Context: an optimization exercise on an open-source flow, tuned for small area, a short achievable clock period and few clock cycles per item. The choices shown serve that exercise and are no tape-out recipe.
The RTL was checked by simulation tests, not by an equivalence proof against the original design.

==> inputs of job 6845 <==
==> flow/design.v <==
package jam_types_pkg;
	typedef logic [7-1:0] cost_t;
	typedef logic [3-1:0] job_t;
	typedef job_t [8-1:0] perm_t;
	typedef logic [10-1:0] total_t;
	typedef logic [4-1:0] out_job_t;
	typedef cost_t [8-1:0] cost_row_t;
endpackage
package jam_phase_pkg;
	typedef enum logic [1:0] {
		PH_LOAD,
		PH_SEARCH,
		PH_DRAIN,
		PH_OUTPUT
	} phase_t;
endpackage
`timescale 1ns/1ps
module jam (
	input  logic                    clk,
	input  logic                    rst_n,
	input  logic                    in_valid,
	input  jam_types_pkg::cost_t    in_cost,
	output logic                    out_valid,
	output jam_types_pkg::out_job_t out_job,
	output jam_types_pkg::total_t   out_cost
);
	localparam logic [2:0] E_WAIT = 3'd0;   
	localparam logic [2:0] E_S2   = 3'd1;   
	localparam logic [2:0] E_S3   = 3'd2;   
	localparam logic [2:0] E_X    = 3'd3;   
	localparam logic [2:0] E_TS   = 3'd5;   
	localparam logic [2:0] E_OUT  = 3'd6;   
	function automatic logic [9:0] add10(input logic [9:0] a, input logic [9:0] b, input logic ci);
		logic [9:0]  g;
		logic [9:0]  p;
		logic [10:0] G;
		logic [10:0] P;
		g = a & b;
		p = a ^ b;
		G = {g, ci};
		P = {p, 1'b0};
		for (int lv = 0; lv < 4; lv++) begin
			for (int i = 10; i >= (1 << lv); i--) begin
				G[i] = G[i] | (P[i] & G[i - (1 << lv)]);
				P[i] = P[i] & P[i - (1 << lv)];
			end
		end
		add10 = p ^ G[9:0];
	endfunction
	function automatic logic [19:0] csa10(input logic [9:0] a, input logic [9:0] b, input logic [9:0] c);
		logic [9:0] s;
		logic [9:0] cy;
		s  = a ^ b ^ c;
		cy = (a & b) | (a & c) | (b & c);
		csa10 = {cy[8:0], 1'b0, s};
	endfunction
	function automatic logic lt8(input logic [7:0] a, input logic [7:0] b);
		logic [7:0] g1, l1;
		logic [3:0] g2, l2;
		logic [1:0] g3, l3;
		g1 = ~a & b;
		l1 = a & ~b;
		for (int i = 0; i < 4; i++) begin
			g2[i] = g1[2*i+1] | (~l1[2*i+1] & g1[2*i]);
			l2[i] = l1[2*i+1] | (~g1[2*i+1] & l1[2*i]);
		end
		for (int i = 0; i < 2; i++) begin
			g3[i] = g2[2*i+1] | (~l2[2*i+1] & g2[2*i]);
			l3[i] = l2[2*i+1] | (~g2[2*i+1] & l2[2*i]);
		end
		lt8 = g3[1] | (~l3[1] & g3[0]);
	endfunction
	function automatic logic [2:0] enc8(input logic [7:0] oh);
		enc8[0] = oh[1] | oh[3] | oh[5] | oh[7];
		enc8[1] = oh[2] | oh[3] | oh[6] | oh[7];
		enc8[2] = oh[4] | oh[5] | oh[6] | oh[7];
	endfunction
	logic [5:0]   lcnt;
	logic         ldone;
	logic [447:0] amat;
	logic         load_en;
	assign load_en = in_valid && !ldone;
	for (genvar k = 0; k < 64; k++) begin : g_store
		always_ff @(posedge clk) begin
			if (load_en && lcnt == 6'(k)) begin
				amat[k*7 +: 7] <= in_cost;
			end
		end
	end
	logic [2:0]  est;
	logic [2:0]  ph;        
	logic        first;     
	logic [7:0]  jn;        
	logic [2:0]  jnb;       
	logic [6:0]  D;         
	logic [9:0]  tot;       
	logic [2:0]  jc;        
	logic        wbusy;     
	logic [7:0]  wrs;       
	logic [2:0]  wrow;      
	logic [6:0]  wD;        
	logic [6:0]  w    [8];
	logic [6:0]  z    [8];
	logic [2:0]  p    [8];
	logic [7:0]  pv;
	logic [7:0]  d    [8];
	logic [2:0]  way  [8];
	logic [7:0]  wroot;
	logic [7:0]  used;
	logic [55:0] rowv_q;
	logic [9:0]  K_q;
	logic [3:0]  tcnt;
	logic        v1;
	logic [2:0]  tr1;
	logic [7:0]  T    [8];
	logic [7:0]  Tv;
	logic [7:0]  kv;        
	logic [7:0]  dU;
	logic [2:0]  cur  [8];
	logic [7:0]  st;
	logic [2:0]  ocnt;
	logic        row_ready;
	logic        row_ready_n;
	logic        lastin;
	assign lastin      = load_en && (lcnt[2:0] == 3'd7);
	assign row_ready   = ldone || (ph < lcnt[5:3]) || (lastin && ph == lcnt[5:3]);
	assign row_ready_n = ldone || ((ph + 3'd1) < lcnt[5:3]) || (lastin && (ph + 3'd1) == lcnt[5:3]);
	logic [2:0]  r1;
	logic [9:0]  K1;
	logic [55:0] rowv;
	logic [6:0]  ur;
	logic [2:0]  pj;
	logic [6:0]  zj;
	logic        pvj;
	logic [6:0]  z0;
	logic [6:0]  d0;
	logic        u0;
	logic [19:0] k0;
	always_comb begin
		ur = (tcnt[2:0] == ph) ? D : 7'd0;
		pj  = 3'd0;
		zj  = 7'd0;
		for (int j = 0; j < 8; j++) begin
			if (pv[j] && p[j] == tcnt[2:0]) ur = ur | z[j];
			if (jn[j]) begin
				pj = pj | p[j];
				zj = zj | z[j];
			end
		end
		pvj = |(pv & jn);
		z0 = 7'd0;
		d0 = 7'd0;
		u0 = 1'b0;
		for (int j = 0; j < 8; j++) begin
			if (pv[j] && p[j] == 3'd0) begin
				z0 = z0 | z[j];
				d0 = d0 | d[j][6:0];
				u0 = u0 | used[j];
			end
		end
		k0 = csa10(u0 ? {3'd0, d0} : 10'd0, ~{3'd0, z0}, u0 ? ~{3'd0, D} : 10'h3FF);
	end
	always_comb begin
		case (est)
			E_TS:    r1 = tcnt[2:0];
			E_X:     r1 = pvj ? pj : (ph == 3'd7) ? 3'd0 : ph + 3'd1;
			default: r1 = ph;
		endcase
		case (est)
			E_TS:    K1 = add10(10'd0, ~{3'd0, ur}, 1'b1);
			E_X:     K1 = pvj ? add10({3'd0, D}, ~{3'd0, zj}, 1'b1) :
			              (ph == 3'd7) ? add10(k0[9:0], k0[19:10] | 10'd1, 1'b1) : 10'd0;
			default: K1 = 10'd0;
		endcase
		case (r1)
			3'd0: rowv = amat[  0 +: 56];
			3'd1: rowv = amat[ 56 +: 56];
			3'd2: rowv = amat[112 +: 56];
			3'd3: rowv = amat[168 +: 56];
			3'd4: rowv = amat[224 +: 56];
			3'd5: rowv = amat[280 +: 56];
			3'd6: rowv = amat[336 +: 56];
			default: rowv = amat[392 +: 56];
		endcase
		if (lastin && r1 == lcnt[5:3]) rowv[55:49] = in_cost;
	end
	always_ff @(posedge clk) begin
		rowv_q <= rowv;
		K_q    <= K1;
		tr1    <= (est == E_TS) ? tcnt[2:0] : 3'd0;
	end
	logic [9:0]  cand [8];
	logic [7:0]  lt;
	logic [7:0]  tz;
	logic [7:0]  dnew [8];
	for (genvar j = 0; j < 8; j++) begin : g_s2
		logic [19:0] c1;
		logic [19:0] c2;
		logic [9:0]  df;
		assign c1 = csa10({3'd0, rowv_q[j*7 +: 7]}, {3'd0, w[j]}, K_q);
		assign cand[j] = add10(c1[9:0], c1[19:10], 1'b0);
		assign c2 = csa10(c1[9:0], c1[19:10], ~{2'd0, d[j]});
		assign df = add10(c2[9:0], c2[19:10], 1'b1);
		assign lt[j] = df[9];
		assign tz[j] = (cand[j] == 10'd0);
		assign dnew[j] = (cand[j][8] | cand[j][7]) ? 8'h80 : cand[j][7:0];
	end
	logic [7:0]  key [8];
	logic [7:0]  jsel;
	logic [6:0]  kmin;
	for (genvar j = 0; j < 8; j++) begin : g_key
		assign key[j] = {used[j] | d[j][7], d[j][6:0]};
	end
	always_comb begin
		logic [3:0] wl, wh;
		logic [7:0] ml, mh;
		logic       xf;
		wl = 4'hF;
		wh = 4'hF;
		for (int x = 0; x < 4; x++) begin
			for (int y = x + 1; y < 4; y++) begin
				if (lt8(key[y], key[x])) wl[x] = 1'b0;
				else                     wl[y] = 1'b0;
				if (lt8(key[y+4], key[x+4])) wh[x] = 1'b0;
				else                         wh[y] = 1'b0;
			end
		end
		ml = 8'd0;
		mh = 8'd0;
		for (int x = 0; x < 4; x++) begin
			if (wl[x]) ml = ml | key[x];
			if (wh[x]) mh = mh | key[x+4];
		end
		xf   = lt8(mh, ml);
		jsel = xf ? {wh, 4'd0} : {4'd0, wl};
		kmin = xf ? mh[6:0] : ml[6:0];
	end
	logic [7:0]  avail;
	logic [7:0]  ok;
	logic [7:0]  okl;       
	logic [7:0]  rowok;
	logic [7:0]  colok;
	logic [7:0]  colcov;
	logic [7:0]  gtk;       
	logic        tvk;
	logic [2:0]  curk;
	logic [2:0]  prevk;
	logic        dfs_go;
	always_comb begin
		logic [7:0] Tk;
		logic [7:0] ab;
		logic [7:0] ar;
		logic       stk;
		Tk    = 8'd0;
		curk  = 3'd0;
		prevk = 3'd0;
		for (int r = 0; r < 8; r++) begin
			if (kv[r]) begin
				Tk   = Tk | T[r];
				curk = curk | cur[r];
			end
			if (r > 0 && kv[r]) prevk = prevk | cur[r-1];
		end
		stk = |(kv & st);
		tvk = |(kv & Tv);
		gtk[0] = 1'b0;
		for (int r = 1; r < 8; r++) gtk[r] = gtk[r-1] | kv[r-1];
		for (int j = 0; j < 8; j++) ab[j] = !stk || (3'(j) > curk);
		avail = Tk & ~dU & ab;
		rowok  = 8'hFF;
		colcov = 8'h00;
		ar     = 8'h00;
		for (int r = 0; r < 8; r++) begin
			if (gtk[r]) colcov = colcov | T[r];
			ar = T[r] & ~dU;
			for (int j = 0; j < 8; j++) begin
				if (gtk[r] && Tv[r] && (ar & ~(8'd1 << j)) == 8'd0) rowok[j] = 1'b0;
			end
		end
		colok = 8'hFF;
		if (&Tv) begin
			for (int j = 0; j < 8; j++) begin
				for (int c = 0; c < 8; c++) begin
					if (c != j && !dU[c] && !colcov[c]) colok[j] = 1'b0;
				end
			end
		end
		ok = avail & rowok & colok;
		okl = ok & ~{ok[6:0], 1'b0} & ~{ok[5:0], 2'b0} & ~{ok[4:0], 3'b0} & ~{ok[3:0], 4'b0} &
		      ~{ok[2:0], 5'b0} & ~{ok[1:0], 6'b0} & ~{ok[0], 7'b0};
	end
	assign dfs_go = (est == E_TS) && tvk;
	always_ff @(posedge clk or negedge rst_n) begin
		if (!rst_n) begin
			lcnt      <= '0;
			ldone     <= 1'b0;
			est       <= E_WAIT;
			ph        <= '0;
			first     <= 1'b0;
			tcnt      <= '0;
			v1        <= 1'b0;
			Tv        <= '0;
			kv        <= '0;
			ocnt      <= '0;
			wbusy     <= 1'b0;
			out_valid <= 1'b0;
			out_job   <= '0;
			out_cost  <= '0;
		end else begin
			out_valid <= 1'b0;
			out_job   <= '0;
			out_cost  <= '0;
			if (wbusy && wrs[jc]) wbusy <= 1'b0;
			if (load_en) begin
				lcnt <= lcnt + 6'd1;
				if (lcnt == 6'd63) ldone <= 1'b1;
			end
			case (est)
				E_WAIT: begin
					if (row_ready) begin
						first <= 1'b1;
						est   <= E_S2;
					end
				end
				E_S2: begin
					est <= E_S3;
				end
				E_S3: begin
					first <= 1'b0;
					est   <= E_X;
				end
				E_X: begin
					if (wbusy) begin
						est <= E_X;
					end else if (pvj) begin
						est <= E_S2;
					end else if (ph == 3'd7) begin
						est  <= E_TS;
						tcnt <= 4'd1;
						v1   <= 1'b1;
						Tv   <= '0;
						kv   <= 8'd1;
					end else begin
						wbusy <= 1'b1;
						ph    <= ph + 3'd1;
						if (row_ready_n) begin
							first <= 1'b1;
							est   <= E_S2;
						end else begin
							est <= E_WAIT;
						end
					end
				end
				E_TS: begin
					if (!tcnt[3]) tcnt <= tcnt + 4'd1;
					v1 <= !tcnt[3];
					if (v1) Tv[tr1] <= 1'b1;
					if (dfs_go) begin
						if (|ok) begin
							kv <= {kv[6:0], 1'b0};
							if (kv[7]) begin
								est       <= E_OUT;
								ocnt      <= 3'd1;
								out_valid <= 1'b1;
								out_job   <= 4'(cur[0]) + 4'd1;
								out_cost  <= tot;
							end
						end else begin
							kv <= {1'b0, kv[7:1]};
						end
					end
				end
				default: begin
					out_valid <= 1'b1;
					out_job   <= 4'(cur[ocnt]) + 4'd1;
					out_cost  <= tot;
					ocnt      <= ocnt + 3'd1;
					if (ocnt == 3'd7) begin
						est   <= E_WAIT;
						ph    <= '0;
						ldone <= 1'b0;
					end
				end
			endcase
		end
	end
	always_ff @(posedge clk) begin
		case (est)
			E_WAIT: begin
				if (ph == 3'd0) begin
					for (int j = 0; j < 8; j++) w[j] <= '0;
					pv  <= '0;
					tot <= '0;
				end
				used <= '0;
			end
			E_S2: begin
				for (int j = 0; j < 8; j++) begin
					if (first) begin
						d[j]     <= dnew[j];
						wroot[j] <= 1'b1;
					end else if (!used[j] && lt[j]) begin
						d[j]     <= dnew[j];
						way[j]   <= jnb;
						wroot[j] <= 1'b0;
					end
				end
			end
			E_S3: begin
				used <= used | jsel;
				jn   <= jsel;
				jnb  <= enc8(jsel);
				D    <= kmin;
			end
			E_X: begin
				if (!wbusy && !pvj) begin
					for (int j = 0; j < 8; j++) begin
						if (used[j]) begin
							logic [6:0] dl;
							dl = 7'(D - d[j][6:0]);
							w[j] <= w[j] + dl;
							z[j] <= z[j] + dl;
						end
					end
					tot  <= tot + 10'(D);
					jc   <= jnb;
					wrs  <= wroot;
					wrow <= ph;
					wD   <= D;
					used <= '0;
					dU  <= '0;
					st[0] <= 1'b0;
				end
			end
			E_TS: begin
				if (v1) begin
					for (int j = 0; j < 8; j++) T[tr1][j] <= tz[j];
				end
				if (dfs_go) begin
					if (|ok) begin
						for (int r = 0; r < 8; r++) begin
							if (kv[r]) cur[r] <= enc8(okl);
						end
						st <= (st | kv) & ~{kv[6:0], 1'b0};
						dU <= dU | okl;
					end else begin
						dU[prevk] <= 1'b0;
					end
				end
			end
			default: ;
		endcase
		if (wbusy) begin
			pv[jc] <= 1'b1;
			if (wrs[jc]) begin
				p[jc] <= wrow;
				z[jc] <= wD;
			end else begin
				p[jc] <= p[way[jc]];
				z[jc] <= z[way[jc]];
				jc    <= way[jc];
			end
		end
	end
endmodule
==> flow/run.sh <==
#!/bin/bash
# synth_recipe.tcl (not shown) runs the flow's synth.tcl, then flattens the netlist and writes it again
# the make line also repeats each setting of config.mk as NAME=value (left out here)
make -C /OpenROAD-flow-scripts/flow DESIGN_CONFIG=/design/flow/config.mk WORK_HOME=/design/flow/orfs CLKGATE_MAP_FILE= SYNTH_SCRIPT=/design/flow/synth_recipe.tcl finish
==> flow/config.mk <==
export PLATFORM = sky130hd
export DESIGN_NAME = jam
export DESIGN_NICKNAME = jam
export VERILOG_FILES = /design/flow/design.v
export SDC_FILE = /design/flow/constraint.sdc
export NUM_CORES = 4
export LEC_CHECK = 0
export ABC_AREA = 1
export CAP_MARGIN = 20
export CORE_MARGIN = 2
export CORE_UTILIZATION = 45
export PLACE_DENSITY = 0.85
export SETUP_SLACK_MARGIN = 5
export SLEW_MARGIN = 20
==> flow/constraint.sdc <==
create_clock -name core_clock -period 9.0 [get_ports {clk}]
set_input_delay 1.8000 -clock core_clock [delete_from_list [all_inputs] [get_ports {clk}]]
set_output_delay 1.8000 -clock core_clock [all_outputs]
set_load 0.01 [all_outputs]
==> inputs of job 2383, as changes to job 6845 <==
--- a/flow/design.v
+++ b/flow/design.v
@@ -417,11 +417,13 @@
 					for (int j = 0; j < 8; j++) begin
 						if (used[j]) begin
-							logic [6:0] dl;
-							dl = 7'(D - d[j][6:0]);
-							w[j] <= w[j] + dl;
-							z[j] <= z[j] + dl;
+							logic [19:0] cw;
+							logic [19:0] cz;
+							cw = csa10({3'd0, w[j]}, {3'd0, D}, ~{2'd0, d[j]});
+							cz = csa10({3'd0, z[j]}, {3'd0, D}, ~{2'd0, d[j]});
+							w[j] <= 7'(add10(cw[9:0], cw[19:10], 1'b1));
+							z[j] <= 7'(add10(cz[9:0], cz[19:10], 1'b1));
 						end
 					end
-					tot  <= tot + 10'(D);
+					tot  <= add10(tot, {3'd0, D}, 1'b0);
 					jc   <= jnb;
 					wrs  <= wroot;
PLACE_DENSITY = unset   (was 0.85)
==> inputs of job 7774, as changes to job 6845 <==
--- a/flow/design.v
+++ b/flow/design.v
@@ -80,9 +80,18 @@
 	logic [447:0] amat;
 	logic         load_en;
-	assign load_en = in_valid && !ldone;
+	logic         iv_q;
+	logic [6:0]   ic_q;
+	always_ff @(posedge clk or negedge rst_n) begin
+		if (!rst_n) iv_q <= 1'b0;
+		else        iv_q <= in_valid;
+	end
+	always_ff @(posedge clk) begin
+		ic_q <= in_cost;
+	end
+	assign load_en = iv_q && !ldone;
 	for (genvar k = 0; k < 64; k++) begin : g_store
 		always_ff @(posedge clk) begin
 			if (load_en && lcnt == 6'(k)) begin
-				amat[k*7 +: 7] <= in_cost;
+				amat[k*7 +: 7] <= ic_q;
 			end
 		end
@@ -183,5 +192,5 @@
 			default: rowv = amat[392 +: 56];
 		endcase
-		if (lastin && r1 == lcnt[5:3]) rowv[55:49] = in_cost;
+		if (lastin && r1 == lcnt[5:3]) rowv[55:49] = ic_q;
 	end
 	always_ff @(posedge clk) begin
@@ -417,11 +426,13 @@
 					for (int j = 0; j < 8; j++) begin
 						if (used[j]) begin
-							logic [6:0] dl;
-							dl = 7'(D - d[j][6:0]);
-							w[j] <= w[j] + dl;
-							z[j] <= z[j] + dl;
+							logic [19:0] cw;
+							logic [19:0] cz;
+							cw = csa10({3'd0, w[j]}, {3'd0, D}, ~{2'd0, d[j]});
+							cz = csa10({3'd0, z[j]}, {3'd0, D}, ~{2'd0, d[j]});
+							w[j] <= 7'(add10(cw[9:0], cw[19:10], 1'b1));
+							z[j] <= 7'(add10(cz[9:0], cz[19:10], 1'b1));
 						end
 					end
-					tot  <= tot + 10'(D);
+					tot  <= add10(tot, {3'd0, D}, 1'b0);
 					jc   <= jnb;
 					wrs  <= wroot;
CTS_BUF_LIST = sky130_fd_sc_hd__clkbuf_16   (was unset)
CTS_CLUSTER_DIAMETER = 80   (was unset)
CTS_CLUSTER_SIZE = 20   (was unset)
PLACE_DENSITY = unset   (was 0.85)
==> flow_metrics.py <==
metrics = {
    "timing": {
        "holdWs_ps": 426,
    },
    "drt": {
        "wirelength_um": 201000,
    },
    "finish": {
        "multi_input_area_um2": 26900,
    },
    "outcome": {
        "status": "finished clean",
    },
    "grt": {
        "grt_pass1_wl_um": 296000,
    },
}
Source of the figures above: job 7774

==> flow_metrics.py <==
metrics = {
    "finish": {
        "multi_input_area_um2": 27100,
    },
    "grt": {
        "grt_pass1_wl_um": 296000,
    },
    "outcome": {
        "status": "finished clean",
    },
    "drt": {
        "wirelength_um": 200000,
    },
}
Source of the figures above: job 2383

==> flow_metrics.py <==
metrics = {
    "outcome": {
        "status": "finished clean",
    },
    "clocking": {
        "cts_resized": 81,
    },
    "finish": {
        "seq_cell_count": 972,
        "multi_input_area_um2": 25900,
    },
    "grt": {
        "grt_pass1_wl_um": 297000,
        "use_met2": 0.483,
    },
    "timing": {
        "holdWs_ps": 460,
    },
    "drt": {
        "wirelength_um": 203000,
    },
}
Source of the figures above: job 6845

Testbench counts of job 6845, summed over its fixed seeds: cycles 2,608, items 24.
Testbench counts of job 2383, summed over its fixed seeds: cycles 2,608, items 24.
Testbench counts of job 7774, summed over its fixed seeds: cycles 2,632, items 24.

## port drivers added, routing unchanged
How much do the figures lean on ideal ports? The routed layouts below were timed once more, with nothing changed but the port constraints.
Step 1 sets driving cells, clkbuf_16 on the clock port and buf_2 on the other inputs (assumed; they add their load-dependent delay and slew).
Step 2 times the ports against the registers' clock, not the clock port: input delays grow and output delays shrink by t, the midpoint of the rising clock arrivals with the driver on.
a / b / c = ideal ports / drivers / drivers and shift; a / b = the first two.
run	shift t [ns]	slack for setup (ns)	worst setup path at the end	clock arrival spread, ns	worst slew at a driven data input, ns
job 6845	0.818	4.940 / 4.905 / 4.087	input to register	0.094 / 0.093	0.11
job 2383	0.805	4.985 / 4.985 / 4.348	input to register	0.096 / 0.096	0.06
job 7774	0.755	4.914 / 4.914 / 4.914	register to register	0.049 / 0.048	0.03
After both steps setup and hold are still met in every run listed. For job 6845, which loses most, drivers alone change the setup slack by -0.035 ns; drivers and shift together by -0.853 ns.
